Source: an optimization exercise on an open RTL-to-GDS flow (aim: small area, a short achievable clock period and few clock cycles per item). Production flows keep margins and buffers that such runs may drop.
Only simulation tests tie the RTL to the original design; equivalence was not proved.
Power is estimated from default activity; no workload was simulated.

<file path="flow/config.mk">
export PLATFORM = sky130hd
export DESIGN_NAME = proc_mc
export DESIGN_NICKNAME = proc_mc
export VERILOG_FILES = /design/flow/design.v
export SDC_FILE = /design/flow/constraint.sdc
export NUM_CORES = 4
export LEC_CHECK = 0
export ABC_CLOCK_PERIOD_IN_PS = 3000
export CAP_MARGIN = 20
export CORE_MARGIN = 2
export CORE_UTILIZATION = 40
export CTS_CLUSTER_DIAMETER = 100
export CTS_CLUSTER_SIZE = 22
export SETUP_SLACK_MARGIN = 5
export SLEW_MARGIN = 20
</file>
<file path="flow/constraint.sdc">
create_clock -name core_clock -period 9.0 [get_ports {clk}]
set_input_delay 1.8000 -clock core_clock [delete_from_list [all_inputs] [get_ports {clk}]]
set_output_delay 1.8000 -clock core_clock [all_outputs]
set_load 0.01 [all_outputs]
</file>
<file path="flow/design.v">
package proc_pkg;
    localparam logic [3:0] OP_NOP = 4'd0;
    localparam logic [3:0] OP_LD  = 4'd1;
    localparam logic [3:0] OP_STR = 4'd2;
    localparam logic [3:0] OP_BRA = 4'd3;
    localparam logic [3:0] OP_XOR = 4'd4;
    localparam logic [3:0] OP_ADD = 4'd5;
    localparam logic [3:0] OP_ROT = 4'd6;
    localparam logic [3:0] OP_SHF = 4'd7;
    localparam logic [3:0] OP_HLT = 4'd8;
    localparam logic [3:0] OP_CMP = 4'd9;
    localparam logic [2:0] BR_ALWAYS = 3'd0;
    localparam logic [2:0] BR_P      = 3'd1;
    localparam logic [2:0] BR_E      = 3'd2;
    localparam logic [2:0] BR_C      = 3'd3;
    localparam logic [2:0] BR_N      = 3'd4;
    localparam logic [2:0] BR_Z      = 3'd5;
    localparam logic [2:0] BR_NC     = 3'd6;
    localparam logic [2:0] BR_GT     = 3'd7;
    localparam int PSR_C = 0;
    localparam int PSR_P = 1;
    localparam int PSR_E = 2;
    localparam int PSR_N = 3;
    localparam int PSR_Z = 4;
endpackage
module proc_alu (
    input  logic [31:0] x,         
    input  logic [31:0] y,         
    input  logic        sel_add,   
    input  logic        sel_sh,    
    input  logic [4:0]  k,         
    input  logic        m_all,     
    input  logic        m_zero,    
    input  logic        m_pos,     
    input  logic        c_en,      
    output logic [31:0] result,
    output logic        carry
);
    logic [32:0] sum;
    logic [31:0] rot;
    logic [63:0] dbl;
    logic [31:0] mask;
    always_comb begin
        sum = {1'b0, x} + {1'b0, y};
        dbl = {x, x} << k;
        rot = dbl[63:32];
        for (int i = 0; i < 32; i++) begin
            mask[i] = m_all | (~m_zero & (m_pos ? (5'(i) >= k) : (5'(i) < k)));
        end
        if (sel_add)     result = sum[31:0];
        else if (sel_sh) result = rot & mask;
        else             result = x ^ y;
        if (sel_add)     carry = sum[32];
        else if (sel_sh) carry = c_en & (m_pos ? rot[0] : rot[31]);
        else             carry = 1'b0;
    end
endmodule
import proc_pkg::*;
module proc_mc
#(
    parameter  int BUSW   = 32,
    parameter  int RWORDS = 16,
    parameter  int IMMW   = 12,
    parameter  int PSRW   = 5,
    localparam int RINDW  = $clog2(RWORDS)
) (
    input  logic             clk,
    input  logic             rst,
    input  logic             in_valid,
    output logic             in_ready,
    input  logic [3:0]       opcode,
    input  logic             src_is_imm,
    input  logic [IMMW-1:0]  src_op,
    input  logic [RINDW-1:0] dst_op,
    output logic [BUSW-1:0]  res,
    output logic             res_valid,
    output logic [PSRW-1:0]  status,
    output logic             br_taken,
    output logic             halted,
    output logic             illegal
);
    logic [RWORDS-1:0][BUSW-1:0] rf_q;
    logic             ready_q, hlt_q;
    logic             a_v_q;
    logic [3:0]       a_op_q;
    logic             a_imm_q;
    logic [IMMW-1:0]  a_src_q;
    logic [RINDW-1:0] a_dst_q;
    logic             acc;
    logic             a_x_e_q, a_y_e_q, a_x_w_q, a_y_w_q, a_x_rf_q, a_y_rf_q, a_y_imm_q;
    assign in_ready = ready_q;
    assign acc      = in_valid & ~hlt_q;
    always_ff @(posedge clk or posedge rst) begin
        if (rst) begin
            ready_q   <= 1'b1;
            hlt_q     <= 1'b0;
            a_v_q     <= 1'b0;
        end else begin
            if (acc && opcode == OP_HLT) begin
                ready_q <= 1'b0;
                hlt_q   <= 1'b1;
            end
            a_v_q     <= acc;
        end
    end
    always_ff @(posedge clk) begin
        a_op_q  <= opcode;
        a_imm_q <= src_is_imm;
        a_src_q <= src_op;
        a_dst_q <= dst_op;
    end
    logic             e_v_q, e_wr_q, e_upd_q, e_bra_q, e_ill_q;
    logic [2:0]       e_cond_q;
    logic [RINDW-1:0] e_dst_q;
    logic [BUSW-1:0]  e_x_q, e_y_q;
    logic             e_add_q, e_sh_q, e_mall_q, e_mzero_q, e_mpos_q, e_cen_q;
    logic [4:0]       e_k_q;
    logic             w_v_q, w_wr_q, w_upd_q, w_bra_q, w_ill_q, w_c_q;
    logic [2:0]       w_cond_q;
    logic [RINDW-1:0] w_dst_q;
    logic [BUSW-1:0]  w_r_q;
    logic [BUSW-1:0]  alu_res;
    logic             alu_c;
    logic d_ld, d_str, d_bra, d_xor, d_add, d_rot, d_shf, d_cmp, d_ill;
    logic d_wr, d_upd;
    logic d_cnt_zero, d_cnt_pos, d_big;
    logic [RINDW-1:0] d_sidx;
    logic [BUSW-1:0]  d_xb, d_yb, d_x, d_y;
    logic [RWORDS-1:0] d_x_sel, d_y_sel;
    always_comb begin
        d_ld  = (a_op_q == OP_LD);
        d_str = (a_op_q == OP_STR);
        d_bra = (a_op_q == OP_BRA);
        d_xor = (a_op_q == OP_XOR);
        d_add = (a_op_q == OP_ADD);
        d_rot = (a_op_q == OP_ROT);
        d_shf = (a_op_q == OP_SHF);
        d_cmp = (a_op_q == OP_CMP);
        d_ill = (a_op_q >= 4'd10);
        d_wr  = d_ld | d_xor | d_add | d_rot | d_shf | d_cmp;
        d_upd = d_wr | d_str;
        d_cnt_zero = (a_src_q == '0);
        d_cnt_pos  = ~a_src_q[IMMW-1] & ~d_cnt_zero;
        d_big      = a_src_q[IMMW-1] ? ((a_src_q[IMMW-2:5] != '1) | (a_src_q[4:0] == '0))
                                     : (a_src_q[IMMW-2:5] != '0);
        d_sidx = a_src_q[RINDW-1:0];
        for (int r = 0; r < RWORDS; r++) begin
            d_x_sel[r] = a_x_rf_q & (a_dst_q == RINDW'(r));
            d_y_sel[r] = a_y_rf_q & (d_sidx  == RINDW'(r));
        end
        d_xb = {BUSW{a_x_w_q}} & w_r_q | {BUSW{d_cmp}};
        d_yb = {BUSW{a_y_w_q}} & w_r_q | ({BUSW{a_y_imm_q}} & BUSW'(a_src_q));
        for (int r = 0; r < RWORDS; r++) begin
            d_xb = d_xb | ({BUSW{d_x_sel[r]}} & rf_q[r]);
            d_yb = d_yb | ({BUSW{d_y_sel[r]}} & rf_q[r]);
        end
        d_x = a_x_e_q ? alu_res : d_xb;
        d_y = a_y_e_q ? alu_res : d_yb;
    end
    logic i_x_reg, i_y_reg, i_y_src, i_x_e, i_y_e, i_x_w, i_y_w;
    always_comb begin
        i_x_reg = (opcode == OP_STR) | (opcode == OP_XOR) | (opcode == OP_ADD) |
                  (opcode == OP_ROT) | (opcode == OP_SHF);
        i_y_src = (opcode == OP_LD) | (opcode == OP_XOR) | (opcode == OP_ADD) |
                  (opcode == OP_CMP);
        i_y_reg = i_y_src & ~src_is_imm;
        i_x_e   = i_x_reg & a_v_q & d_wr & (a_dst_q == dst_op);
        i_y_e   = i_y_reg & a_v_q & d_wr & (a_dst_q == src_op[RINDW-1:0]);
        i_x_w   = i_x_reg & e_v_q & e_wr_q & (e_dst_q == dst_op);
        i_y_w   = i_y_reg & e_v_q & e_wr_q & (e_dst_q == src_op[RINDW-1:0]);
    end
    always_ff @(posedge clk) begin
        a_x_e_q   <= i_x_e;
        a_y_e_q   <= i_y_e;
        a_x_w_q   <= i_x_w;
        a_y_w_q   <= i_y_w;
        a_x_rf_q  <= i_x_reg & ~i_x_w;
        a_y_rf_q  <= i_y_reg & ~i_y_w;
        a_y_imm_q <= i_y_src & src_is_imm;
    end
    always_ff @(posedge clk or posedge rst) begin
        if (rst) begin
            e_v_q <= 1'b0;
        end else begin
            e_v_q <= a_v_q;
        end
    end
    always_ff @(posedge clk) begin
        e_wr_q    <= d_wr;
        e_upd_q   <= d_upd;
        e_bra_q   <= d_bra;
        e_ill_q   <= d_ill;
        e_cond_q  <= a_src_q[2:0];
        e_dst_q   <= a_dst_q;
        e_x_q     <= d_x;
        e_y_q     <= d_y;
        e_add_q   <= d_add;
        e_sh_q    <= d_rot | d_shf;
        e_k_q     <= a_src_q[4:0];
        e_mall_q  <= ~d_shf | d_cnt_zero;
        e_mzero_q <= d_big;
        e_mpos_q  <= d_cnt_pos;
        e_cen_q   <= ~d_cnt_zero & ~(d_shf & d_big);
    end
    proc_alu u_alu (
        .x       (e_x_q),
        .y       (e_y_q),
        .sel_add (e_add_q),
        .sel_sh  (e_sh_q),
        .k       (e_k_q),
        .m_all   (e_mall_q),
        .m_zero  (e_mzero_q),
        .m_pos   (e_mpos_q),
        .c_en    (e_cen_q),
        .result  (alu_res),
        .carry   (alu_c)
    );
    always_ff @(posedge clk or posedge rst) begin
        if (rst) begin
            w_v_q <= 1'b0;
        end else begin
            w_v_q <= e_v_q;
        end
    end
    always_ff @(posedge clk) begin
        w_wr_q   <= e_wr_q;
        w_upd_q  <= e_upd_q;
        w_bra_q  <= e_bra_q;
        w_ill_q  <= e_ill_q;
        w_cond_q <= e_cond_q;
        w_dst_q  <= e_dst_q;
        w_r_q    <= alu_res;
        w_c_q    <= alu_c;
    end
    logic [4:0] psr_q, w_flags, w_psr;
    logic       w_cond;
    logic       o_v_q, o_br_q, o_ill_q, halted_q;
    logic [BUSW-1:0] o_res_q;
    always_comb begin
        w_flags        = '0;
        w_flags[PSR_C] = w_c_q;
        w_flags[PSR_P] = ~^w_r_q;
        w_flags[PSR_E] = ~w_r_q[0];
        w_flags[PSR_N] = w_r_q[BUSW-1];
        w_flags[PSR_Z] = (w_r_q == '0);
        w_psr = w_upd_q ? w_flags : psr_q;
        case (w_cond_q)
            BR_ALWAYS: w_cond = 1'b1;
            BR_P:      w_cond = psr_q[PSR_P];
            BR_E:      w_cond = psr_q[PSR_E];
            BR_C:      w_cond = psr_q[PSR_C];
            BR_N:      w_cond = psr_q[PSR_N];
            BR_Z:      w_cond = psr_q[PSR_Z];
            BR_NC:     w_cond = ~psr_q[PSR_C];
            default:   w_cond = ~psr_q[PSR_N] & ~psr_q[PSR_Z];
        endcase
    end
    always_ff @(posedge clk or posedge rst) begin
        if (rst) begin
            psr_q    <= '0;
            o_v_q    <= 1'b0;
            halted_q <= 1'b0;
        end else begin
            o_v_q <= w_v_q;
            if (hlt_q && w_v_q && !e_v_q && !a_v_q) halted_q <= 1'b1;
            if (w_v_q) begin
                psr_q <= w_psr;
            end
        end
    end
    for (genvar r = 0; r < RWORDS; r++) begin : g_rf
        always_ff @(posedge clk) begin
            if (rst || (w_v_q && w_wr_q && (w_dst_q == RINDW'(r))))
                rf_q[r] <= rst ? '0 : w_r_q;
        end
    end
    always_ff @(posedge clk) begin
        o_res_q <= w_r_q;
        o_br_q  <= w_bra_q & w_cond;
        o_ill_q <= w_ill_q;
    end
    assign res       = o_res_q;
    assign res_valid = o_v_q;
    assign status    = PSRW'(psr_q);
    assign br_taken  = o_br_q;
    assign illegal   = o_ill_q;
    assign halted    = halted_q;
endmodule
</file>
<file path="flow/flow/run.sh">
#!/bin/bash
# Standard ORFS layout, with repair_timing aiming for more setup slack.
set -euo pipefail
bash standard.sh SETUP_SLACK_MARGIN=6 finish > standard.log 2>&1
</file>
<file path="flow/standard.sh">
#!/bin/bash
# synth_recipe.tcl (not shown) runs the flow's synth.tcl, then flattens the netlist and writes it again
# the make line also repeats each setting of config.mk as NAME=value (left out here)
make -C /OpenROAD-flow-scripts/flow DESIGN_CONFIG=/design/flow/config.mk WORK_HOME=/design/flow/orfs CLKGATE_MAP_FILE= SYNTH_SCRIPT=/design/flow/synth_recipe.tcl "${@:-finish}"
</file>
==> results of run 1 <==
==> kinds of logic after synthesis <==
kind of cell               Yosys count  synth area share [%]
AOI/OAI and AO/OA                  870                 19.35
xor gates and xnor gates            60                 1.611
adders and majority gates           49                 1.903
buffers and inverters              278                 3.537
DFF                                712                 59.61
muxes                              104                 4.899
and+or+nand+nor                    635                 9.093
==> per-layer routing <==
metal  vias to the layer above  part of all wire (%)  global-route usage (%)
li1                      10788                     -                       -
met1                     13057                    36                   40.67
met2                      2345                    44                   48.23
met3                       582                    15                   10.59
met4                         6                   6.1                   15.76
met5                         -                  0.12                       0
==> metrics by stage <==
stage | hold slack, ps | utilization, %
after floorplan | 309.6 | -
after global placement | 313.5 | 43.06
after detailed placement | 315.4 | 43.06
after CTS | 335.2 | 45.22
after global routing | 341.1 | 45.55
final | 333.9 | 45.55
==> placed cells by master, fill, tap and decap left out, types with 26 or more instances in the layout <==
master	count
nand2_1	164
a22oi_1	301
nor3_1	26
dfxtp_1	167
nand3_1	59
nor2_1	155
a22o_1	75
mux4_2	36
inv_1	84
a21oi_1	133
xnor2_1	39
mux2i_1	41
buf_4	94
edfxtp_1	512
ha_1	35
clkbuf_16	41
o21ai_0	63
nand4_1	106
a221oi_1	102
==> cell type report <==
class                           count  area [sq um]  share of cell area, %
Tap cell                         1060          1326                  3.609
Sequential cell                   712         19470                  52.99
Clock buffer                       60          1097                  2.986
Timing Repair Buffer              179          1549                  4.215
Inverter                           87         336.6                 0.9158
Antenna cell                        1         2.502               0.006809
Multi-Input combinational cell   1718         12870                  35.02
Clock inverter                      6         96.34                 0.2622
==> registers in the layout, indices dropped and copies added (netlist names), 3 cells and up <==
register and flops:
e_x_q 32, o_res_q 32, a_src_q 12, w_r_q 32
a_op_q 4, w_cond_q 3, a_dst_q 4, psr_q 5
e_dst_q 4, rf_q 512, w_dst_q 4, e_y_q 32
e_k_q 5
==> power breakdown <==
group / switching (uW) / internal [uW]
clock network: 1110 / 894
logic: 771 / 381
registers: 312 / 3910
==> worst paths after layout <==
check	end	slack (ps)	cells after the start
max	in_ready	5950	1
min	w_bra_q	330	0
max reg2reg	e_x_q[17]	5960	7
min reg2reg	w_bra_q	330	0
max in group asynchronous	ready_q	7160	2
min in group asynchronous	halted_q	1490	2
==> what timing repair did <==
| item | CTS | global route |
|---|---|---|
| buffers inserted | 28 | 12 |
| gates cloned | 0 | 0 |
| pin swaps | 24 | 19 |
| resized for setup | 170 | 69 |
| endpoints found under the setup margin | 633 | 422 |
==> out/qor.yml, run 1 <==
synth:
  ys_types: 80
  ys_async_sr_fraction_pct: 1.685
  syn-instance-count: 2708
  yosysSeqAreaShare_pct: 59.61
  synth_top_cell_by_area: "edfxtp_1"
  synth.most_common_cell: "edfxtp_1"
  ys_ff_latch: 712
  avgSynthCellArea_sq_um: 12.04
  yosys_warnings: 2
  ys.flop_type: "edfxtp_1"
  syn-cell-area_sq_um: 32610
  synth_top_area_share_pct: 47.14
  syn_nets: 2781
  synth_edf_count: 512
  synth_commonest_cells: "edfxtp_1, a22oi_1, dfxtp_1"
  ys_top_cells_by_area: "edfxtp_1, dfxtp_1, a22oi_1, a221oi_1, mux4_2"
timing:
  tightest_slew_ps: 1151
  layout_setup_ws_ps: 5951
  slew_viol_final: 0
  max_freq_ghz: 0.3280
  finalSetupViolations: 0
  hold_viol: 0
  fin_setup_tns_ps: 0
  period_needed_ps: 3049
  finClkSkew_ps: 34.97
  grt_setup_unrepaired: "true"
  period_share_pct: 33.88
  slew_headroom_pct: 22.98
clock_network:
  cts_tree: "built"
  clkTransAtPathRegs_ps: 90
  cts_buffer_depth: 3
  cts_buffers: 40
  cts.sinks: 712
  root_buffer: "clkbuf_16"
  clkLatencyLatePin_ps: 610
  htreeDepth: 2
  hold_buffers: 0
setup_path:
  required_ps: 7200
  critPathMaxFanout: 2
  critPathMaxStageDelay_ps: 550
  cp_top_family: "flip-flops"
  cp_slowest_cell: "dfstp_2"
  critPathArrivalTime_ps: 1250
  r2r_start: "a_dst_q[1]"
  start_kind: "register"
  crit_chain: "buf_6"
  cp-startpoint: "ready_q"
  cp-end-kind: "output pin"
  worst-setup-path-type: "reg -> out"
  path_buf_inv: 1
detailed_routing:
  wire_per_inst_um: 35.65
  drc: 0
  firstDrtPassIters: 9
  routed_wirelength_mm: 136.3
  antenna_left: 0
  num_vias: 26778
  drt_iter0_drc: 4742
  viasPerCell: 7.004
layout:
  final_cells: 3823
  area_growth_pct: 12.69
  layout-drive-gt1-share_pct: 14.08
  final_nets: 2811
  fin_area_sq_um: 36750
  nFillCells: 7303
worst_hold_path:
  worstHoldPathType: "reg -> reg"
  min_from: "e_bra_q"
die:
  start_util_pct: 40.42
  fp.dieH_um: 289.5
  fp.dieArea_sq_um: 83830
  fp.dieW_um: 289.5
  ioPinCount: 66
  num_rows: 104
  fp.coreArea_sq_um: 80680
place:
  io_buffers: 65
  place_inst: 3716
  dp.final_hpwl_mm: 82.48
  place.gp.congestion: 0.9531
  pre_cts_slack_ps: 4514
  placed_cell_area_sq_um: 34740
grt:
  grt_max_degree: 61
  grt_first_pass_wirelength_mm: 189.3
  grt_usage_pct: 31.75
  antenna_found_initial: 5
  overflow: 0
  grt_pass1_vias: 25629
status:
  status: "no timing/DRC/antenna violations"
power:
  power_density_nw_per_um2: 200.6
  total_power_uw: 7374
  peakVddDrop_uv: 125.0
  p_leak_uw: 0.01306
job:
  drv_cap: 0
Testbench counts, summed over its fixed seeds: cycles 16,032, items 16,000.
==> inputs of run 2 (changes only) <==
--- a/flow/design.v
+++ b/flow/design.v
@@ -82,3 +82,3 @@
     logic [RWORDS-1:0][BUSW-1:0] rf_q;
-    logic             ready_q, hlt_q;
+    logic             hlt_q;
     logic             a_v_q;
@@ -90,3 +90,3 @@
     logic             a_x_e_q, a_y_e_q, a_x_w_q, a_y_w_q, a_x_rf_q, a_y_rf_q, a_y_imm_q;
-    assign in_ready = ready_q;
+    assign in_ready = ~hlt_q;
     assign acc      = in_valid & ~hlt_q;
@@ -94,3 +94,2 @@
         if (rst) begin
-            ready_q   <= 1'b1;
             hlt_q     <= 1'b0;
@@ -98,6 +97,3 @@
         end else begin
-            if (acc && opcode == OP_HLT) begin
-                ready_q <= 1'b0;
-                hlt_q   <= 1'b1;
-            end
+            if (acc && opcode == OP_HLT) hlt_q <= 1'b1;
             a_v_q     <= acc;
==> run 2 against run 1 <==
Wire length decreased by 1.1%. Highest routed layer unchanged. Still clean on timing, DRC and antenna. Sequential share of layout area decreased by 0.54 points. Clock skew increased by 14 ps. Count of clock-buffer cells in the layout increased by 5. Fmax decreased by 3.2%. Critical path type is now reg -> reg. Critical endpoint is now e_x_q[30]. Final area increased by 0.90%.
==> out/qor.yml, run 2 <==
layout:
  final_common_cell: "edfxtp_1"
  layout_common_cells: "edfxtp_1, a22oi_1, dfxtp_1"
  area_growth_pct: 13.92
  regMostFlops: "rf_q"
  layout-drive-gt1-share_pct: 15.20  # +1.1 points
  final_nets: 2767  # -1.6%
  largest_reg_flops: 512  # unchanged
setup_path:
  cp_top_family: "compound AO/OA/AOI/OAI gates"
  start_kind: "register"
  critPathArrivalTime_ps: 3640  # +2390 ps
  cp_slowest_cell: "dfxtp_2"
  reg2reg_setup_slack_ps: 5850  # -110 ps
  critPathMaxFanout: 5  # +3
  cp-end-kind: "register"
  cp.depth: 13  # +12
  r2r_end: "e_x_q[30]"
  required_ps: 9490  # +2290 ps
  r2r_start: "e_x_q[0]"
  critPathMaxStageDelay_ps: 360  # -190 ps
  worst-setup-path-type: "reg -> reg"
  path_buf_inv: 3  # +2
  crit_chain: "ha_4 > inv_2 > fa_2 > nand3b_1 > a211oi_4 > buf_4 > o21ai_2 > o2bb2ai_4 > o31ai_4 > nand4b_1 > nor3b_4 > buf_6 > a32oi_4"
  reg2regPathDepth: 13  # +6
grt:
  grt_first_pass_wirelength_mm: 185.9  # -1.8%
  grt_usage_pct: 31.21  # -0.54 points
  overflow: 0  # unchanged
  grt_max_degree: 63  # +3.3%
  grt_pass1_vias: 25088  # -2.1%
  antenna_found_initial: 5  # unchanged
timing:
  fin_setup_tns_ps: 0  # unchanged
  slew_headroom_pct: 35.02  # +12 points
  max_freq_ghz: 0.3173  # -3.2%
  slew_viol_final: 0  # unchanged
  finalSetupViolations: 0  # unchanged
  fin_hold_ws_ps: 335.0  # +1.117 ps
  finClkSkew_ps: 49.31  # +14.34 ps
  period_share_pct: 35.01  # +1.1 points
  grt_setup_unrepaired: "true"
  tightest_slew_ps: 971.1  # -180.0 ps
  period_needed_ps: 3151  # +102.1 ps
  hold_viol: 0  # unchanged
worst_hold_path:
  min_path_cells: 0  # unchanged
  min_from: "e_ill_q"
  holdPathEnd: "w_ill_q"
  worstHoldPathType: "reg -> reg"
synth:
  syn-instance-count: 2660  # -1.8%
  ys_top_cells_by_area: "edfxtp_1, dfxtp_1, a22oi_1, a221oi_1, mux4_2"
  ys_async_sr_fraction_pct: 1.547  # -0.14 points
  ys_types: 83  # +3.8%
  synth_edf_count: 512  # unchanged
  syn_nets: 2733  # -1.7%
  synth_commonest_cells: "edfxtp_1, a22oi_1, dfxtp_1"
  avgSynthCellArea_sq_um: 12.24  # +1.6%
  synth_top_cell_by_area: "edfxtp_1"
  synth.most_common_cell: "edfxtp_1"
  ys.flop_type: "edfxtp_1"
  synth_top_area_share_pct: 47.23  # +0.091 points
  yosys_warnings: 2  # unchanged
  yosysSeqAreaShare_pct: 59.64  # about the same
  syn-cell-area_sq_um: 32550  # -0.19%
  ys_ff_latch: 711  # -0.14%
die:
  fp.dieH_um: 289.3  # about the same
  start_util_pct: 40.41  # about the same
  fp.dieArea_sq_um: 83670  # -0.19%
  fp.coreArea_sq_um: 80550  # -0.16%
  ioPinCount: 66  # unchanged
  num_rows: 104  # unchanged
  fp.dieW_um: 289.3  # about the same
detailed_routing:
  drc: 0  # unchanged
  firstDrtPassIters: 8  # -1
  drt_iter0_drc: 4908  # +3.5%
  num_vias: 26668  # -0.41%
  viasPerCell: 7.044  # +0.56%
  antenna_left: 0  # unchanged
  routed_wirelength_mm: 134.8  # -1.1%
  wire_per_inst_um: 35.62  # -0.10%
power:
  power_density_nw_per_um2: 199.2  # -0.70%
  total_power_uw: 7388  # +0.20%
  peakVddDrop_uv: 146.7  # +17%
  p_leak_uw: 0.01300  # -0.42%
clock_network:
  cts.sinks: 711  # -0.14%
  clkLatencyLatePin_ps: 620  # about the same
  cts_tree: "built"
  htreeDepth: 2  # unchanged
  hold_buffers: 0  # unchanged
  clkTransAtPathRegs_ps: 90  # about the same
  cts_buffers: 41  # +2.5%
  root_buffer: "clkbuf_16"
  cts_buffer_depth: 3  # unchanged
status:
  status: "no timing/DRC/antenna violations"
place:
  dp.final_hpwl_mm: 79.24  # -3.9%
  io_buffers: 65  # unchanged
  place.gp.congestion: 0.9727  # +2.1%
job:
  drv_cap: 0  # unchanged
run 2: cell count changes after synthesis, sizes merged, moves of 9 or more:
cell and delta:
a32oi +9, buf -13, nor2 -35, nand2 -26
nor2b -9, a21oi +18, a222oi +22, a22oi -47
nand4 -28, clkbuf +15, nand3 +9
run 2: cells by family after synthesis:
kind of cell / share of synthesized area, %
flip-flops: 59.64
multiplexers: 5.347
AO/OA/AOI/OAI: 19.80
XOR/XNOR: 1.695
buffers and inverters: 3.402
adder cells (fa/ha/maj): 1.907
AND/OR/NAND/NOR: 8.203
run 2: area by class of cell:
cell class | instances | area (sq um)
diodes | 2 | 5.005
clock buffers | 65 | 1137
clock inverters | 8 | 131.4
fillers | 7123 | 43470
inverters | 89 | 350.3
multi-input cells | 1669 | 12940
flip-flops and latches | 711 | 19450
well taps | 1060 | 1326
repair buffers | 181 | 1742
repair inverters | 1 | 5.005
run 2: worst register-to-register path, stage by stage (launching register included):
cell and delay (ps):
dfxtp_2 360, ha_4 140, inv_2 30, fa_2 340, nand3b_1 290, a211oi_4 360
buf_4 180, o21ai_2 70, o2bb2ai_4 210, o31ai_4 280, nand4b_1 170, nor3b_4 200
buf_6 160, a32oi_4 270
run 2: metrics by stage:
| step | worst slack (ps) | cell area [sq um] | util (%) | cells |
|---|---|---|---|---|
| final | 5849 | 37080 | 46.04 | 3786 |
| after global routing | 5771 | 37080 | 46.03 | 3784 |
| after floorplan | 5460 | 32660 | - | 2660 |
| after CTS | 5907 | 36650 | 45.50 | 3767 |
| after detailed placement | 4362 | 34710 | 43.10 | 3670 |
| after global placement | 4411 | 34710 | 43.10 | 3670 |
run 2: metal layers:
layer  wire [um]  share of wire, %  GRT usage [%]
met1       47990                36          39.65
met2       57130                42          46.18
met3       20870                15          12.11
met4        8837               6.6          16.04
met5          26             0.019              0
run 2: worst max path at each step:
stage          slack [ps]   endpoint  startpoint
4_1_cts              5910  e_x_q[28]    e_x_q[0]
3_5_place_dp         4360  rf_q[354]         rst
3_3_place_gp         4410  rf_q[354]         rst
2_1_floorplan        5460  rf_q[224]         rst
6_report             5850  e_x_q[30]    e_x_q[0]
5_1_grt              5770  e_y_q[28]    e_x_q[0]
run 2: repair_timing:
| action | in CTS | in global routing |
|---|---|---|
| endpoints found under the setup margin | 702 | 309 |
| pin swaps | 15 | 29 |
| cloned | 1 | 5 |
| buffers inserted | 23 | 11 |
| resized for setup | 212 | 91 |
run 2: where the power goes:
| group | leakage (uW) | internal, uW | switching (uW) | total [uW] |
|---|---|---|---|---|
| logic | 0.00543 | 395 | 763 | 1160 |
| clock network | 0.000604 | 929 | 1130 | 2060 |
| registers | 0.00696 | 3890 | 287 | 4170 |
| total | 0.0130 | 5210 | 2180 | 7390 |
Testbench counts of run 2, summed over its fixed seeds: cycles 16,032, items 16,000.
==> inputs of run 3 (changes only) <==
--- a/flow/design.v
+++ b/flow/design.v
@@ -38,3 +38,5 @@
 );
-    logic [32:0] sum;
+    logic [31:0] p, g, pp, gg, gn, pn;
+    logic [31:0] addx;
+    logic        cout;
     logic [31:0] rot;
@@ -43,3 +45,21 @@
     always_comb begin
-        sum = {1'b0, x} + {1'b0, y};
+        p  = x ^ y;
+        g  = x & y & {32{sel_add}};
+        gg = g;
+        pp = p;
+        for (int d = 1; d < 32; d = d * 2) begin
+            for (int i = 0; i < 32; i++) begin
+                if (i >= d) begin
+                    gn[i] = gg[i] | (pp[i] & gg[i-d]);
+                    pn[i] = pp[i] & pp[i-d];
+                end else begin
+                    gn[i] = gg[i];
+                    pn[i] = pp[i];
+                end
+            end
+            gg = gn;
+            pp = pn;
+        end
+        addx = p ^ {gg[30:0], 1'b0};
+        cout = gg[31];
         dbl = {x, x} << k;
@@ -49,8 +69,6 @@
         end
-        if (sel_add)     result = sum[31:0];
-        else if (sel_sh) result = rot & mask;
-        else             result = x ^ y;
-        if (sel_add)     carry = sum[32];
-        else if (sel_sh) carry = c_en & (m_pos ? rot[0] : rot[31]);
-        else             carry = 1'b0;
+        if (sel_sh) result = rot & mask;
+        else        result = addx;
+        if (sel_sh) carry = c_en & (m_pos ? rot[0] : rot[31]);
+        else        carry = cout;
     end
==> run 3 against run 2 <==
Wire length increased by 2.2%. Fmax grew 2.2%. Register-to-register slack better by 70 ps. Global-route usage increased by 0.94 points. Final cell count fell by 0.71%. Worst hold slack worse by 1.7 ps. Worst setup slack better by 69 ps. Final area decreased by 0.56%. Largest power group unchanged.
==> out/qor.yml, run 3 <==
detailed_routing:
  antenna_left: 0  # unchanged
  drt_iter0_drc: 5810  # +18%
  routed_wirelength_mm: 137.8  # +2.2%
  firstDrtPassIters: 11  # +3
  wire_per_inst_um: 36.66  # +2.9%
  viasPerCell: 7.119  # +1.1%
  num_vias: 26762  # +0.35%
  drc: 0  # unchanged
layout:
  multi_input_area_sq_um: 12910  # -0.19%
  regMostFlops: "rf_q"
  layout-drive-gt1-share_pct: 15.49  # +0.29 points
  nFillCells: 7108  # -0.21%
  largest_reg_flops: 512  # unchanged
  layout_common_cells: "edfxtp_1, a22oi_1, dfxtp_1"
  diodes: 0  # -2
  area_growth_pct: 13.98  # about the same
  fin_area_sq_um: 36870  # -0.56%
  final_nets: 2741  # -0.94%
  final_common_cell: "edfxtp_1"
  regArea_sq_um: 19450  # about the same
power:
  clkPwrFrac_pct: 27.4  # -0.5 points
  sw_frac_of_total_pct: 29.75  # +0.27 points
  p_leak_uw: 0.01290  # -0.75%
  peakVddDrop_uv: 231.6  # +58%
  power_density_nw_per_um2: 198.6  # -0.30%
  sequentialPowerShare_pct: 56.9  # +0.4 points
  switching_power_uw: 2179  # about the same
  pwr-share-comb_pct: 15.7  # about the same
  p_int_uw: 5146  # -1.2%
synth:
  synth_compound_area_share_pct: 19.50  # -0.31 points
  yosys_warnings: 2  # unchanged
  avgSynthCellArea_sq_um: 12.25  # about the same
  synth_edf_count: 512  # unchanged
  syn-cell-area_sq_um: 32350  # -0.61%
  ys_async_sr_fraction_pct: 1.547  # unchanged
  syn_nets: 2715  # -0.66%
  muxShareOfSynthArea_pct: 5.175  # -0.17 points
  synthSimpleGateAreaFrac_pct: 8.156  # -0.047 points
  ys_ff_latch: 711  # unchanged
  synth.most_common_cell: "edfxtp_1"
  ys_top_cells_by_area: "edfxtp_1, dfxtp_1, a22oi_1, a221oi_1, mux4_2"
  synth_top_cell_by_area: "edfxtp_1"
  synth_commonest_cells: "edfxtp_1, a22oi_1, dfxtp_1"
  synth_fa_ha_area_share_pct: 1.895  # -0.012 points
  synth_top_family_by_area: "compound AO/OA/AOI/OAI gates"
  synth_top_area_share_pct: 47.52  # +0.29 points
  ys.flop_type: "edfxtp_1"
  ys_types: 79  # -4.8%
  yosysSeqAreaShare_pct: 60.01  # +0.36 points
  yosys.area_share.xor_xnor_pct: 2.030  # +0.34 points
  syn-instance-count: 2642  # -0.68%
die:
  fp.dieArea_sq_um: 83170  # -0.60%
  ioPinCount: 66  # unchanged
  fp.dieW_um: 288.4  # -0.30%
  start_util_pct: 40.30  # -0.12 points
  fp.coreArea_sq_um: 80290  # -0.32%
  fp.dieH_um: 288.4  # -0.30%
  num_rows: 104  # unchanged
timing:
  finClkSkew_ps: 34.17  # -15.13 ps
  slew_viol_final: 0  # unchanged
  period_share_pct: 34.24  # -0.77 points
  fin_setup_tns_ps: 0  # unchanged
  grt_setup_unrepaired: "true"
  period_needed_ps: 3082  # -69.15 ps
  max_freq_ghz: 0.3245  # +2.2%
  tightest_slew_ps: 1150  # +178.7 ps
  hold_viol: 0  # unchanged
  layout_setup_ws_ps: 5918  # +69.15 ps
  slew_headroom_pct: 23.09  # -12 points
  finalSetupViolations: 0  # unchanged
place:
  pre_cts_slack_ps: 4399  # +36.59 ps
  placed_cell_area_sq_um: 34530  # -0.52%
  dp.final_hpwl_mm: 80.23  # +1.2%
  io_buffers: 65  # unchanged
  place.gp.congestion: 0.9944  # +2.2%
setup_path:
  critPathMaxFanout: 32  # +27
  cp-end-kind: "register"
  start_kind: "register"
  r2r_start: "a_dst_q[1]"
  worst-setup-path-type: "reg -> reg"
  crit_chain: "nand2b_1 > nor2_4 > buf_4 > a222oi_1 > o21ai_0 > nor2_1 > a32oi_1"
  r2r_end: "e_x_q[2]"
  critPathArrivalTime_ps: 3520  # -120 ps
  cp_slowest_cell: "dfxtp_4"
  required_ps: 9440  # -50 ps
  critPathMaxStageDelay_ps: 680  # +320 ps
  reg2regPathDepth: 7  # -6
  path_buf_inv: 1  # -2
  cp_top_family: "compound AO/OA/AOI/OAI gates"
  reg2reg_setup_slack_ps: 5920  # +70 ps
grt:
  overflow: 0  # unchanged
  antenna_found_initial: 10  # +5
  grt_max_degree: 56  # -11%
  grt_first_pass_wirelength_mm: 189.9  # +2.2%
  grt_pass1_vias: 25759  # +2.7%
  grt_usage_pct: 32.15  # +0.94 points
clock_network:
  root_buffer: "clkbuf_16"
  cts_buffer_depth: 3  # unchanged
  cts_buffers: 40  # -2.4%
  cts.sinks: 711  # unchanged
  cts_tree: "built"
  clkLatencyLatePin_ps: 630  # about the same
  clkTransAtPathRegs_ps: 90  # about the same
  htreeDepth: 2  # unchanged
worst_hold_path:
  min_from: "e_ill_q"
  worstHoldPathType: "reg -> reg"
  min_path_cells: 0  # unchanged
  holdPathEnd: "w_ill_q"
status:
  status: "no timing/DRC/antenna violations"
job:
  drv_cap: 0  # unchanged
-- run 3: cell count changes in the layout (fill, tap and decap cells not counted), sizes merged, moves of 9 or more --
cell | before | now
a211oi | 19 | 8
nand4 | 78 | 69
a222oi | 47 | 66
a22o | 70 | 61
xnor2 | 41 | 51
nor2 | 150 | 168
nand2 | 144 | 159
o21ai | 93 | 120
a22oi | 254 | 237
a21oi | 159 | 125
-- run 3: cell families after synthesis --
logic type	count (synthesis)
adders and majority gates	49
AOI/OAI and AO/OA	856
DFF	711
buffers and inverters	267
muxes	117
and+or+nand+nor	567
xor gates and xnor gates	75
-- run 3: power by group through the flow --
stage | sequential (uW) | combinational (uW) | clock (uW)
final | 4170 | 1150 | 2000
after detailed placement | 4220 | 1060 | 0
after global placement | 4210 | 1050 | 0
after floorplan | 4090 | 587 | 0
after global routing | 4180 | 1200 | 2130
after CTS | 4140 | 1090 | 2010
-- run 3: repair_timing --
action                     CTS  global route
setup endpoints to repair  756           424
cloned                       1             3
buffers inserted            17            13
gates resized for setup    207           102
pin swaps                   10             8
hold buffers                 0             0
-- run 3: worst max-delay path by stage --
stage	from	end	slack (ps)	cells after the start
after global placement	rst	rf_q[168]	4450	5
final	a_dst_q[1]	e_x_q[2]	5920	7
after global routing	a_dst_q[1]	e_x_q[2]	5870	9
after detailed placement	rst	rf_q[185]	4400	5
after floorplan	rst	rf_q[224]	5460	3
after CTS	hlt_q	in_ready	5990	2
-- run 3: worst reg2reg max path: cells and delay by family (launching register included) --
kind	cells	cell delay (ps)
flops	1	680
compound gates	3	1020
simple gates	3	630
buf+inv	1	590
-- run 3: layer usage --
layer	up-vias	GRT usage, %	share of wire, %
met3	704	13.81	16
met4	18	17.95	7.2
met2	2518	47.67	42
li1	10594	-	-
met5	-	0	0.095
met1	12928	39.36	34
-- run 3: cell type report --
| class | instances | area share, % |
|---|---|---|
| timing repair inverter | 1 | 0.02036 |
| inverter | 81 | 0.8687 |
| tap | 1060 | 3.597 |
| sequential | 711 | 52.74 |
| multi-input combinational | 1664 | 35.01 |
| timing repair buffer | 169 | 4.489 |
| clock inverter | 6 | 0.2545 |
| clock buffer | 67 | 3.017 |
-- run 3: through the flow --
| stage | instances | hold slack [ps] | power (uW) | utilization (%) |
|---|---|---|---|---|
| finish | 3759 | 333.4 | 7325 | 45.93 |
| global route | 3759 | 341.1 | 7512 | 45.93 |
| CTS | 3742 | 334.6 | 7240 | 45.26 |
| detailed placement | 3651 | 318.8 | 5272 | 43.01 |
| global placement | 3651 | 311.1 | 5261 | 43.01 |
| floorplan | 2642 | 309.6 | 4680 | - |
Testbench counts of run 3, summed over its fixed seeds: cycles 16,032, items 16,000.
==> inputs of run 4 (changes only) <==
--- a/flow/design.v
+++ b/flow/design.v
@@ -51,5 +51,5 @@
             for (int i = 0; i < 32; i++) begin
-                if (i >= d) begin
-                    gn[i] = gg[i] | (pp[i] & gg[i-d]);
-                    pn[i] = pp[i] & pp[i-d];
+                if ((i & d) != 0) begin
+                    gn[i] = gg[i] | (pp[i] & gg[(i & ~(2*d-1)) + d - 1]);
+                    pn[i] = pp[i] & pp[(i & ~(2*d-1)) + d - 1];
                 end else begin
--- a/flow/config.mk
+++ b/flow/config.mk
@@ -13,2 +13,3 @@
 export CTS_CLUSTER_SIZE = 22
+export PLACE_DENSITY = 0.7
 export SETUP_SLACK_MARGIN = 5
==> run 4 against run 3 <==
Still clean on timing, DRC and antenna. Final cell count fell by 2.3%. Fmax fell by 0.29%. Synthesized cell count fell by 2.2%. Via count fell by 3.6%. Non-clock buffer count fell by 22. Largest power group unchanged.
==> out/qor.yml, run 4 <==
power:
  peakVddDrop_uv: 129.2  # -44%
  total_power_uw: 7039  # -3.9%
  p_leak_uw: 0.01299  # +0.63%
  power_density_nw_per_um2: 195.3  # -1.7%
die:
  fp.dieArea_sq_um: 82730  # -0.53%
  start_util_pct: 40.21  # -0.086 points
  fp.dieW_um: 287.6  # -0.27%
  fp.coreArea_sq_um: 80030  # -0.32%
  ioPinCount: 66  # unchanged
  fp.dieH_um: 287.6  # -0.27%
  num_rows: 104  # unchanged
job:
  drv_cap: 0  # unchanged
synth:
  yosys_warnings: 2  # unchanged
  synth_top_cell_by_area: "edfxtp_1"
  ys_top_cells_by_area: "edfxtp_1, dfxtp_1, a22oi_1, mux4_2, mux2i_1"
  yosysSeqAreaShare_pct: 60.33  # +0.32 points
  synth.most_common_cell: "edfxtp_1"
  avgSynthCellArea_sq_um: 12.45  # +1.7%
  ys_async_sr_fraction_pct: 1.547  # unchanged
  synth_edf_count: 512  # unchanged
  syn-cell-area_sq_um: 32180  # -0.54%
  syn-instance-count: 2584  # -2.2%
  ys_ff_latch: 711  # unchanged
  ys_types: 74  # -6.3%
  synth_commonest_cells: "edfxtp_1, a22oi_1, dfxtp_1"
  synth_top_area_share_pct: 47.78  # +0.26 points
  ys.flop_type: "edfxtp_1"
  syn_nets: 2661  # -2.0%
layout:
  regMostFlops: "rf_q"
  layout_common_cells: "edfxtp_1, a22oi_1, dfxtp_1"
  final_common_cell: "edfxtp_1"
  area_growth_pct: 11.98
  final_core_util_pct: 45.03  # -0.90 points
  layout-drive-gt1-share_pct: 12.63  # -2.9 points
  final_nets: 2670  # -2.6%
  largest_reg_flops: 512  # unchanged
detailed_routing:
  wire_per_inst_um: 33.55  # -8.5%
  viasPerCell: 7.025  # -1.3%
  num_vias: 25809  # -3.6%
  antenna_left: 0  # unchanged
  drc: 0  # unchanged
  firstDrtPassIters: 21  # +10
  drt_iter0_drc: 5803  # -0.12%
  routed_wirelength_mm: 123.3  # -11%
timing:
  hold_viol: 0  # unchanged
  tightest_slew_ps: 1146  # -4.342 ps
  max_freq_ghz: 0.3235  # -0.29%
  fin_setup_tns_ps: 0  # unchanged
  fin_hold_ws_ps: 334.8  # +1.443 ps
  period_needed_ps: 3091  # +8.860 ps
  grt_setup_unrepaired: "true"
  slew_headroom_pct: 23.53  # +0.43 points
  layout_setup_ws_ps: 5909  # -8.860 ps
  finClkSkew_ps: 36.76  # +2.583 ps
  slew_viol_final: 0  # unchanged
  period_share_pct: 34.34  # +0.098 points
  finalSetupViolations: 0  # unchanged
grt:
  grt_max_degree: 64  # +14%
  grt_pass1_vias: 24906  # -3.3%
  grt_usage_pct: 29.04  # -3.1 points
  overflow: 0  # unchanged
  grt_first_pass_wirelength_mm: 173.9  # -8.4%
  antenna_found_initial: 3  # -7
status:
  status: "no timing/DRC/antenna violations"
place:
  place.gp.congestion: 0.9839  # -1.1%
  pre_cts_slack_ps: 4391  # -7.710 ps
  dp.final_hpwl_mm: 70.14  # -13%
  io_buffers: 65  # unchanged
clock_network:
  cts_buffer_depth: 3  # unchanged
  cts_buffers: 39  # -2.5%
  clkTransAtPathRegs_ps: 90  # about the same
  cts.sinks: 711  # unchanged
  htreeDepth: 2  # unchanged
  clkLatencyLatePin_ps: 610  # -20 ps
  hold_buffers: 0  # unchanged
  root_buffer: "clkbuf_16"
  cts_tree: "built"
worst_hold_path:
  worstHoldPathType: "reg -> reg"
setup_path:
  cp-end-kind: "register"
  worst-setup-path-type: "reg -> reg"
  required_ps: 9510  # +70 ps
  start_kind: "register"
  critPathMaxFanout: 32  # unchanged
  critPathArrivalTime_ps: 3600  # +80 ps
[run 4: timing repair]
| action | CTS | global route |
|---|---|---|
| resized for setup | 155 | 56 |
| setup endpoints to repair | 698 | 300 |
| cloned | 1 | 1 |
| pin swaps | 3 | 11 |
| endpoints found under the hold margin | 0 | 0 |
| buffers inserted | 10 | 10 |
[run 4: cell type report]
class                           instances  area (sq um)
Fill cell                            6951         43990
Inverter                               74         294.0
Timing Repair inverter                  1         7.507
Clock inverter                          5         67.56
Sequential cell                       711         19440
Multi-Input combinational cell       1619         12390
Tap cell                             1060          1326
Antenna cell                            2         5.005
Timing Repair Buffer                  147          1464
Clock buffer                           55          1036
[run 4: worst max-delay path: stages, from the launching register on]
cell	delay (ps)
dfxtp_1	640
nand2b_1	460
nor2_4	60
buf_4	370
nand2_1	180
nand3_1	90
a221oi_1	400
nand4_1	500
o221a_2	280
[run 4: logic make-up after synthesis]
group / count (synthesis) / synth area share, %
XOR/XNOR: 77 / 2.096
AO/OA/AOI/OAI: 783 / 17.93
buffers and inverters: 254 / 3.122
adder cells (fa/ha/maj): 53 / 2.061
AND/OR/NAND/NOR: 566 / 8.414
multiplexers: 140 / 6.046
flip-flops: 711 / 60.33
[run 4: worst paths after layout]
| path | startpoint | endpoint | slack [ps] | cells past startpoint |
|---|---|---|---|---|
| max in group asynchronous | rst | o_v_q | 6960 | 3 |
| setup reg to reg | a_dst_q[3] | e_x_q[21] | 5910 | 8 |
| setup / recovery | a_dst_q[3] | e_x_q[21] | 5910 | 8 |
| hold reg to reg | e_ill_q | w_ill_q | 330 | 0 |
| min in group asynchronous | rst | psr_q[3] | 1760 | 3 |
| hold / removal | e_ill_q | w_ill_q | 330 | 0 |
[run 4: stage by stage]
| stage | area [sq um] | std cells |
|---|---|---|
| after global placement | 34300 | 3590 |
| after floorplan | 32290 | 2584 |
| final | 36030 | 3674 |
| after global routing | 36030 | 3672 |
| after CTS | 35750 | 3661 |
| after detailed placement | 34300 | 3590 |
[run 4: power breakdown]
group / leakage, uW / switching (uW) / internal (uW) / total (uW)
Combinational: 0.00548 / 642 / 347 / 989
Sequential: 0.00697 / 286 / 3860 / 4150
Clock: 0.000535 / 1070 / 832 / 1900
Total: 0.0130 / 2000 / 5040 / 7040
[run 4: metal layers]
layer	vias up	GRT usage [%]	wire length, um
met5	-	0	129
met4	8	14.41	7981
met3	641	13.91	22110
met2	2619	44.10	52950
met1	12319	34.34	40090
li1	10222	-	-
Testbench counts of run 4, summed over its fixed seeds: cycles 16,032, items 16,000.
==> inputs of run 5 (changes only) <==
--- a/flow/config.mk
+++ b/flow/config.mk
@@ -13,3 +13,2 @@
 export CTS_CLUSTER_SIZE = 22
-export PLACE_DENSITY = 0.7
 export SETUP_SLACK_MARGIN = 5
==> run 5 against run 4 <==
Combinational power hardly changed. First-iteration DRC count is 19% lower. Count of clock-buffer cells in the layout is 8 higher. Worst hold slack worse by 2.1 ps. Power is 1.3% higher. Clock power is 4% higher. Critical path type unchanged. Fmax is 1.3% higher. Wire length is 3.6% higher. Still clean. Synthesized cell count stayed put. Worst setup slack better by 41 ps. Non-clock buffer count is 8 higher. Synthesized area stayed put.
==> out/qor.yml, run 5 <==
power:
  power_density_nw_per_um2: 197.4  # +1.0%
  peakVddDrop_uv: 167.2  # +29%
  sequentialPowerShare_pct: 58.2  # -0.8 points
  p_int_uw: 5114  # +1.4%
  clkPwrFrac_pct: 27.8  # +0.8 points
  sw_frac_of_total_pct: 28.26  # -0.095 points
  switching_power_uw: 2015  # +0.94%
  p_leak_uw: 0.01299  # about the same
  pwr-share-comb_pct: 14.0  # about the same
synth:
  muxShareOfSynthArea_pct: 6.046  # unchanged
  ys.flop_type: "edfxtp_1"
  synth.most_common_cell: "edfxtp_1"
  synth_top_area_share_pct: 47.78  # unchanged
  avgSynthCellArea_sq_um: 12.45  # unchanged
  ys_top_cells_by_area: "edfxtp_1, dfxtp_1, a22oi_1, mux4_2, mux2i_1"
  syn-cell-area_sq_um: 32180  # unchanged
  syn-instance-count: 2584  # unchanged
  yosysSeqAreaShare_pct: 60.33  # unchanged
  ys_async_sr_fraction_pct: 1.547  # unchanged
  yosys_warnings: 2  # unchanged
  synth_top_family_by_area: "compound AO/OA/AOI/OAI gates"
  synth_edf_count: 512  # unchanged
  synth_compound_area_share_pct: 17.93  # unchanged
  synth_top_cell_by_area: "edfxtp_1"
  ys_ff_latch: 711  # unchanged
  synthSimpleGateAreaFrac_pct: 8.414  # unchanged
  yosys.area_share.xor_xnor_pct: 2.096  # unchanged
  ys_types: 74  # unchanged
  synth_commonest_cells: "edfxtp_1, a22oi_1, dfxtp_1"
  synth_fa_ha_area_share_pct: 2.061  # unchanged
  syn_nets: 2661  # unchanged
detailed_routing:
  routed_wirelength_mm: 127.7  # +3.6%
  drc: 0  # unchanged
  antenna_left: 0  # unchanged
  drt_iter0_drc: 4710  # -19%
  num_vias: 25670  # -0.54%
  viasPerCell: 6.953  # -1.0%
  firstDrtPassIters: 9  # -57%
  wire_per_inst_um: 34.59  # +3.1%
grt:
  grt_first_pass_wirelength_mm: 179.5  # +3.2%
  antenna_found_initial: 3  # unchanged
  overflow: 0  # unchanged
  grt_pass1_vias: 24574  # -1.3%
  grt_max_degree: 64  # unchanged
  grt_usage_pct: 30.27  # +1.2 points
timing:
  tightest_slew_ps: 1088  # -57.97 ps
  fin_setup_tns_ps: 0  # unchanged
  slew_headroom_pct: 27.23  # +3.7 points
  period_share_pct: 33.89  # -0.46 points
  finClkSkew_ps: 24.34  # -12.41 ps
  slew_viol_final: 0  # unchanged
  period_needed_ps: 3050  # -41.12 ps
  max_freq_ghz: 0.3279  # +1.3%
  layout_setup_ws_ps: 5950  # +41.12 ps
  finalSetupViolations: 0  # unchanged
  fin_hold_ws_ps: 332.7  # -2.125 ps
  hold_viol: 0  # unchanged
  grt_setup_unrepaired: "true"
die:
  start_util_pct: 40.21  # unchanged
  num_rows: 104  # unchanged
  fp.dieH_um: 287.6  # unchanged
  ioPinCount: 66  # unchanged
  fp.coreArea_sq_um: 80030  # unchanged
  fp.dieW_um: 287.6  # unchanged
  fp.dieArea_sq_um: 82730  # unchanged
place:
  dp.final_hpwl_mm: 73.71  # +5.1%
  io_buffers: 65  # unchanged
  place_inst: 3591  # +0.028%
  place.gp.congestion: 0.9458  # -3.9%
  pre_cts_slack_ps: 4573  # +182.0 ps
  placed_cell_area_sq_um: 34310  # about the same
clock_network:
  root_buffer: "clkbuf_16"
  cts_tree: "built"
  clkLatencyLatePin_ps: 610  # about the same
  htreeDepth: 2  # unchanged
  cts_buffers: 39  # unchanged
  cts.sinks: 711  # unchanged
  clkTransAtPathRegs_ps: 100  # about the same
  cts_buffer_depth: 3  # unchanged
setup_path:
  required_ps: 9470  # -40 ps
  worst-setup-path-type: "reg -> reg"
  cp-end-kind: "register"
  critPathArrivalTime_ps: 3520  # -80 ps
  critPathMaxFanout: 32  # unchanged
  start_kind: "register"
job:
  drv_cap: 0  # unchanged
status:
  status: "no timing/DRC/antenna violations"
worst_hold_path:
  worstHoldPathType: "reg -> reg"
layout:
  layout_common_cells: "edfxtp_1, a22oi_1, dfxtp_1"
  final_common_cell: "edfxtp_1"
  final_cells: 3692  # +0.49%
  largest_reg_flops: 512  # unchanged
  layout-drive-gt1-share_pct: 13.40  # +0.77 points
  fin_area_sq_um: 36120  # +0.24%
  final_nets: 2678  # +0.30%
  regMostFlops: "rf_q"
  area_growth_pct: 12.25
==> run 5: cell types whose count changed in the layout (fill, tap and decap cells not counted), moves of 4 or more <==
| cell | previous run | this run |
|---|---|---|
| dfxtp_1 | 175 | 171 |
| dlygate4sd2_1 | 12 | 5 |
| buf_4 | 59 | 71 |
| nor2_2 | 13 | 3 |
| nor2_1 | 85 | 93 |
| buf_8 | 0 | 6 |
| clkbuf_1 | 16 | 20 |
| buf_12 | 18 | 4 |
| buf_6 | 5 | 13 |
==> run 5: cell families after synthesis <==
family | Yosys count
flops | 711
compound gates | 783
fa+ha+maj | 53
mux | 140
xor+xnor | 77
simple gates | 566
buf+inv | 254
==> run 5: path summary, 6_finish.rpt <==
kind / from / end / slack (ps) / depth (start not counted)
setup / recovery: a_src_q[3] / e_y_q[27] / 5950 / 8
hold / removal: e_bra_q / w_bra_q / 330 / 0
setup reg to reg: a_src_q[3] / e_y_q[27] / 5950 / 8
hold reg to reg: e_bra_q / w_bra_q / 330 / 0
max in group asynchronous: rst / psr_q[0] / 7250 / 2
min in group asynchronous: rst / o_v_q / 1390 / 2
==> run 5: through the flow <==
stage | utilization, % | total power [uW]
floorplan | - | 4617
global route | 45.12 | 7324
finish | 45.13 | 7129
CTS | 44.73 | 7077
detailed placement | 42.87 | 5152
global placement | 42.87 | 5137
==> run 5: power groups by stage <==
| stage | sequential (uW) | clock [uW] | combinational [uW] |
|---|---|---|---|
| after global placement | 4200 | 0 | 939 |
| final | 4150 | 1980 | 1000 |
| after detailed placement | 4200 | 0 | 953 |
| after floorplan | 4070 | 0 | 547 |
| after global routing | 4160 | 2110 | 1050 |
| after CTS | 4120 | 2000 | 959 |
==> run 5: what timing repair did <==
item | 4_1_cts | 5_1_grt
endpoints found under the setup margin | 636 | 136
pin swaps | 10 | 12
hold buffers | 0 | 0
gates cloned | 1 | 1
gates resized for setup | 155 | 57
endpoints found under the hold margin | 0 | 0
setup buffers | 13 | 14
==> run 5: critical path, cell delays in order (launching register included) <==
cell and delay (ps):
dfxtp_4 440, buf_6 360, nand2b_2 310, nor2_4 40, buf_4 350, a221o_1 420, a221o_1 260, nor3_1 630
a21oi_1 80
==> run 5: cell type report <==
class / instances / area [sq um]
Multi-Input combinational cell: 1619 / 12420
Tap cell: 1060 / 1326
Fill cell: 7105 / 43910
Antenna cell: 5 / 12.51
Sequential cell: 711 / 19450
Timing Repair Buffer: 155 / 1420
Clock buffer: 63 / 1129
Inverter: 74 / 291.5
Clock inverter: 4 / 65.06
Timing Repair inverter: 1 / 7.507
==> run 5: layer usage <==
metal  up-vias  track usage [%]  part of all wire (%)
met3       532            11.54                    15
li1      10249                -                     -
met5         -                0                 0.018
met2      2264            44.95                    43
met1     12621            38.89                    36
met4         4            14.39                   5.7
==> inputs of run 6 (changes only) <==
--- a/flow/config.mk
+++ b/flow/config.mk
@@ -11,4 +11,4 @@
 export CORE_UTILIZATION = 40
-export CTS_CLUSTER_DIAMETER = 100
-export CTS_CLUSTER_SIZE = 22
+export CTS_CLUSTER_DIAMETER = 80
+export CTS_CLUSTER_SIZE = 30
 export SETUP_SLACK_MARGIN = 5
==> run 6 against run 5 <==
Register-to-register slack barely moved. Sequential power barely moved. Still clean. Global-route usage hardly changed. Core utilization increased by 0.18 points. Die area is the same. Critical path type unchanged. Largest cell class unchanged. Sequential share of layout area down 0.20 points. Worst setup slack got worse by 11 ps. Critical endpoint is now e_y_q[17]. Count of clock-buffer cells in the layout down 16.
==> out/qor.yml, run 6 <==
status:
  status: "no timing/DRC/antenna violations"
clock_network:
  root_buffer: "clkbuf_16"
  cts_buffers: 38  # -2.6%
  cts_buffer_depth: 3  # unchanged
  clkLatencyLatePin_ps: 630  # +20 ps
  cts_tree: "built"
  cts.sinks: 711  # unchanged
  clkTransAtPathRegs_ps: 110  # about the same
  htreeDepth: 2  # unchanged
die:
  fp.coreArea_sq_um: 80030  # unchanged
  fp.dieArea_sq_um: 82730  # unchanged
  ioPinCount: 66  # unchanged
  num_rows: 104  # unchanged
  fp.dieW_um: 287.6  # unchanged
  start_util_pct: 40.21  # unchanged
  fp.dieH_um: 287.6  # unchanged
layout:
  fin_area_sq_um: 36270  # +0.41%
  final_core_util_pct: 45.32  # +0.18 points
  layout-drive-gt1-share_pct: 14.83  # +1.4 points
  regMostFlops: "rf_q"
  final_common_cell: "edfxtp_1"
  nFillCells: 7103  # -0.028%
  final_nets: 2678  # unchanged
  layout_common_cells: "edfxtp_1, a22oi_1, dfxtp_1"
  area_growth_pct: 12.71
  largest_reg_flops: 512  # unchanged
grt:
  grt_first_pass_wirelength_mm: 179.0  # -0.25%
  grt_max_degree: 64  # unchanged
  grt_usage_pct: 30.25  # about the same
  antenna_found_initial: 4  # +1
  grt_pass1_vias: 24576  # +0.0081%
  overflow: 0  # unchanged
synth:
  ys_top_cells_by_area: "edfxtp_1, dfxtp_1, a22oi_1, mux4_2, mux2i_1"
  ys_types: 74  # unchanged
  synth_fa_ha_area_share_pct: 2.061  # unchanged
  synth_edf_count: 512  # unchanged
  synth_top_family_by_area: "compound AO/OA/AOI/OAI gates"
  yosysSeqAreaShare_pct: 60.33  # unchanged
  synth_top_area_share_pct: 47.78  # unchanged
  synthSimpleGateAreaFrac_pct: 8.414  # unchanged
  ys.flop_type: "edfxtp_1"
  yosys_warnings: 2  # unchanged
  syn_nets: 2661  # unchanged
  synth_top_cell_by_area: "edfxtp_1"
  syn-cell-area_sq_um: 32180  # unchanged
  ys_async_sr_fraction_pct: 1.547  # unchanged
  avgSynthCellArea_sq_um: 12.45  # unchanged
  synth.most_common_cell: "edfxtp_1"
  synth_compound_area_share_pct: 17.93  # unchanged
  syn-instance-count: 2584  # unchanged
  muxShareOfSynthArea_pct: 6.046  # unchanged
  synth_commonest_cells: "edfxtp_1, a22oi_1, dfxtp_1"
  ys_ff_latch: 711  # unchanged
  yosys.area_share.xor_xnor_pct: 2.096  # unchanged
setup_path:
  r2r_start: "a_src_q[3]"
  cp-end-kind: "register"
  r2r_end: "e_y_q[17]"
  worst-setup-path-type: "reg -> reg"
  reg2reg_setup_slack_ps: 5940  # about the same
  critPathMaxFanout: 21  # -34%
  critPathArrivalTime_ps: 3530  # about the same
  start_kind: "register"
  reg2regPathDepth: 9  # +1
  required_ps: 9470  # about the same
worst_hold_path:
  holdPathEnd: "o_ill_q"
  min_from: "w_ill_q"
  worstHoldPathType: "reg -> reg"
  min_path_cells: 0  # unchanged
place:
  io_buffers: 65  # unchanged
  place.gp.congestion: 0.9458  # unchanged
  dp.final_hpwl_mm: 73.71  # unchanged
  placed_cell_area_sq_um: 34310  # unchanged
power:
  total_power_uw: 7307  # +2.5%
  sw_frac_of_total_pct: 29.50  # +1.2 points
  peakVddDrop_uv: 174.1  # +4.1%
  clkPwrFrac_pct: 29.6  # +1.8 points
  sequentialPowerShare_pct: 56.7  # -1.5 points
  switching_power_uw: 2156  # +7.0%
  pwr-share-comb_pct: 13.7  # -0.3 points
  p_leak_uw: 0.01308  # +0.64%
  p_int_uw: 5152  # +0.73%
  power_density_nw_per_um2: 201.5  # +2.1%
timing:
  slew_headroom_pct: 32.31  # +5.1 points
  fin_hold_ws_ps: 335.9  # +3.222 ps
  tightest_slew_ps: 1012  # -75.94 ps
  finClkSkew_ps: 36.88  # +12.53 ps
  max_freq_ghz: 0.3267  # -0.35%
  fin_setup_tns_ps: 0  # unchanged
  hold_viol: 0  # unchanged
  period_needed_ps: 3061  # +10.74 ps
  grt_setup_unrepaired: "true"
  slew_viol_final: 0  # unchanged
  finalSetupViolations: 0  # unchanged
  period_share_pct: 34.01  # +0.12 points
detailed_routing:
  wire_per_inst_um: 34.47  # -0.35%
  antenna_left: 0  # unchanged
  routed_wirelength_mm: 127.3  # -0.35%
  drt_iter0_drc: 4661  # -1.0%
  viasPerCell: 6.878  # -1.1%
  firstDrtPassIters: 9  # unchanged
  drc: 0  # unchanged
  num_vias: 25393  # -1.1%
job:
  drv_cap: 0  # unchanged
-- run 6: cell counts after synthesis --
Identical to the previous run, type by type.
-- run 6: layout make-up --
type	instances	area [sq um]	share of cell area, %
Tap cell	1060	1326	3.657
Clock inverter	22	361.6	0.9970
Inverter	74	291.5	0.8038
Clock buffer	47	1049	2.891
Timing Repair Buffer	156	1344	3.705
Sequential cell	711	19450	53.64
Timing Repair inverter	1	7.507	0.02070
Antenna cell	2	5.005	0.01380
Multi-Input combinational cell	1619	12430	34.27
-- run 6: logic make-up (layout without fill, tap and decap cells) --
group	after synthesis	after routing
muxes	140	140
adders and majority gates	53	53
AOI/OAI and AO/OA	783	783
and+or+nand+nor	566	566
buffers and inverters	254	300
other	0	2
xor gates and xnor gates	77	77
DFF	711	711
-- run 6: how the worst max path moves through the flow --
stage / startpoint / slack (ps) / endpoint
after global routing: hlt_q / 5950 / in_ready
after global placement: rst / 4620 / rf_q[337]
after CTS: a_src_q[3] / 5920 / e_y_q[14]
final: a_src_q[3] / 5940 / e_y_q[17]
after floorplan: rst / 5460 / rf_q[224]
after detailed placement: rst / 4570 / rf_q[429]
-- run 6: what timing repair did --
action / 4_1_cts / 5_1_grt
setup endpoints to repair: 634 / 121
hold buffers: 0 / 0
cloned: 1 / 1
resized for setup: 165 / 68
setup buffers: 13 / 15
pin swaps: 6 / 14
-- run 6: per-layer routing --
layer,wire length [um],part of all wire [%],global-route usage [%],vias up
met4,7458,5.9,14.51,4
met3,19520,15,12.16,498
met1,45530,36,38.41,12492
met5,23,0.018,0.1744,-
li1,-,-,-,10243
met2,54720,43,44.88,2156
-- run 6: worst max-delay path, cell delays in order, from the launching register on --
cell and delay (ps):
dfxtp_4 440, buf_6 360, nand2b_1 370, nor3_2 60
buf_4 250, buf_4 320, a221oi_1 310, nand3_1 150
nor3_2 530, a21oi_1 90
-- run 6: through the flow --
stage,cells,setup slack (ps)
after floorplan,2584,5460
after global placement,3591,4620
after detailed placement,3591,4573
after CTS,3674,5919
after global routing,3690,5948
final,3692,5940
-- run 6: power groups by stage --
stage               logic, uW  registers [uW]  clock network, uW
CTS                       961            4120               2180
global route             1050            4160               2300
finish                   1000            4150               2160
floorplan                 547            4070                  0
detailed placement        953            4200                  0
global placement          939            4200                  0
==> inputs of run 7 (changes only) <==
==> flow/flow/run.sh (replaced) <==
#!/bin/bash
# Standard ORFS layout, with repair_timing aiming for more setup slack and a
# shorter H-tree wire segment unit for clock tree synthesis.
set -euo pipefail
bash standard.sh SETUP_SLACK_MARGIN=6 \
  "CTS_ARGS=-sink_clustering_enable -repair_clock_nets -sink_clustering_size 22 -sink_clustering_max_diameter 100 -wire_unit 5" \
  finish > standard.log 2>&1
--- a/flow/config.mk
+++ b/flow/config.mk
@@ -11,4 +11,4 @@
 export CORE_UTILIZATION = 40
-export CTS_CLUSTER_DIAMETER = 80
-export CTS_CLUSTER_SIZE = 30
+export CTS_CLUSTER_DIAMETER = 100
+export CTS_CLUSTER_SIZE = 22
 export SETUP_SLACK_MARGIN = 5
==> run 7 against run 6 <==
Count of clock-buffer cells in the layout increased by 14. Power decreased by 3.0%. Critical endpoint is now e_x_q[24]. Non-clock buffer count unchanged. Critical path type unchanged. Combinational power about the same. Core utilization decreased by 0.23 points. Die area unchanged. Final cell count about the same. Sequential share of layout area increased by 0.25 points.
==> out/qor.yml, run 7 <==
timing:
  grt_setup_unrepaired: "true"
  max_freq_ghz: 0.3325  # +1.7%
  period_needed_ps: 3008  # -52.56 ps
  period_share_pct: 33.42  # -0.58 points
die:
  ioPinCount: 66  # unchanged
  fp.dieH_um: 287.6  # unchanged
  start_util_pct: 40.21  # unchanged
grt:
  overflow: 0  # unchanged
  antenna_found_initial: 7  # +3
  grt_first_pass_wirelength_mm: 179.3  # +0.18%
  grt_pass1_vias: 24607  # +0.13%
  grt_usage_pct: 30.10  # -0.15 points
synth:
  ys.flop_type: "edfxtp_1"
  ys_async_sr_fraction_pct: 1.547  # unchanged
  synth.most_common_cell: "edfxtp_1"
  synth_top_area_share_pct: 47.78  # unchanged
  syn-cell-area_sq_um: 32180  # unchanged
  syn_nets: 2661  # unchanged
  synth_commonest_cells: "edfxtp_1, a22oi_1, dfxtp_1"
  ys_types: 74  # unchanged
place:
  place.gp.congestion: 0.9458  # unchanged
  io_buffers: 65  # unchanged
status:
  status: "no timing/DRC/antenna violations"
clock_network:
  clkLatencyLatePin_ps: 580  # -50 ps
  cts_buffers: 39  # +2.6%
  cts.sinks: 711  # unchanged
  htreeDepth: 2  # unchanged
  root_buffer: "clkbuf_16"
layout:
  layout-drive-gt1-share_pct: 13.13  # -1.7 points
  multi_input_area_sq_um: 12460  # +0.29%
  regMostFlops: "rf_q"
  area_growth_pct: 12.12
  final_core_util_pct: 45.08  # -0.23 points
power:
  peakVddDrop_uv: 173.4  # -0.38%
  p_leak_uw: 0.01303  # -0.33%
  power_density_nw_per_um2: 196.4  # -2.5%
setup_path:
  cp_top_family: "simple AND/OR/NAND/NOR gates"
  path_buf_inv: 1  # -2
  cp_slowest_cell: "nor3_1"
  reg2regPathDepth: 7  # -2
  cp-end-kind: "register"
  start_kind: "register"
  critPathArrivalTime_ps: 3420  # -110 ps
  critPathMaxFanout: 32  # +52%
  critPathMaxStageDelay_ps: 810  # +280 ps
  cp.depth: 7  # -2
detailed_routing:
  routed_wirelength_mm: 127.4  # about the same
  num_vias: 25495  # +0.40%
worst_hold_path:
  min_path_cells: 0  # unchanged
-- run 7: what timing repair did --
item,CTS,global route
gates cloned,1,1
pin swaps,4,19
endpoints found under the setup margin,637,204
resized for setup,110,59
setup buffers,13,15
-- run 7: kinds of logic (layout without fill, tap and decap cells) --
| kind of cell | Yosys count | count (layout) | share of synthesized area (%) |
|---|---|---|---|
| multiplexers | 140 | 140 | 6.046 |
| buffers and inverters | 254 | 297 | 3.122 |
| XOR/XNOR | 77 | 77 | 2.096 |
| AND/OR/NAND/NOR | 566 | 566 | 8.414 |
| adder cells (fa/ha/maj) | 53 | 53 | 2.061 |
| other | 0 | 3 | 0 |
| flip-flops | 711 | 711 | 60.33 |
| AO/OA/AOI/OAI | 783 | 783 | 17.93 |
-- run 7: worst reg2reg max path: stages, from the launching register on --
cell	delay, ps
dfxtp_2	490
nand2b_1	410
nor2_4	60
buf_4	370
a22o_1	380
a221o_1	260
nor3_1	810
a21oi_1	70
-- run 7: per-stage QoR --
step	instances	power (uW)	hold slack, ps	area, sq um
2_1_floorplan	2584	4617	309.6	32290
3_3_place_gp	3591	5137	313.5	34310
3_5_place_dp	3591	5152	314.3	34310
4_1_cts	3671	7022	336.9	35680
5_1_grt	3687	7269	344.1	36070
6_report	3690	7086	333.5	36080
-- run 7: final cells by class --
cell class | instances | area share (%)
flip-flops and latches | 711 | 53.90
clock inverters | 5 | 0.2046
multi-input cells | 1619 | 34.55
inverters | 74 | 0.8011
diodes | 3 | 0.02081
repair buffers | 156 | 3.842
clock buffers | 61 | 2.989
well taps | 1060 | 3.676
repair inverters | 1 | 0.02081
-- run 7: final timing paths --
check | start | endpoint | slack (ps)
max | a_dst_q[1] | e_x_q[24] | 5990
min | e_ill_q | w_ill_q | 330
max reg2reg | a_dst_q[1] | e_x_q[24] | 5990
min reg2reg | e_ill_q | w_ill_q | 330
max in group asynchronous | rst | psr_q[4] | 7070
min in group asynchronous | rst | o_v_q | 1500
-- run 7: where the power goes --
part	total (uW)	leakage (uW)	switching [uW]	internal [uW]
Sequential	4140	0.00697	278	3860
Clock	1940	0.000551	1070	870
Combinational	1000	0.00551	661	340
Total	7090	0.0130	2010	5070
-- run 7: layer usage --
layer / GRT usage [%] / wire, um / up-vias
met5: 0 / 99 / -
met4: 13.41 / 7587 / 10
met3: 11.10 / 19470 / 539
met2: 45.26 / 54690 / 2222
met1: 38.77 / 45520 / 12477
li1: - / - / 10247

Re-timed with assumed drivers on the ports (clkbuf_16 on the clock, buf_2 on other inputs), run 7 has 5.965 ns of setup slack against 5.992 ns with ideal ports, and 5.453 ns once port delays also move by the mid clock arrival of 0.624 ns.
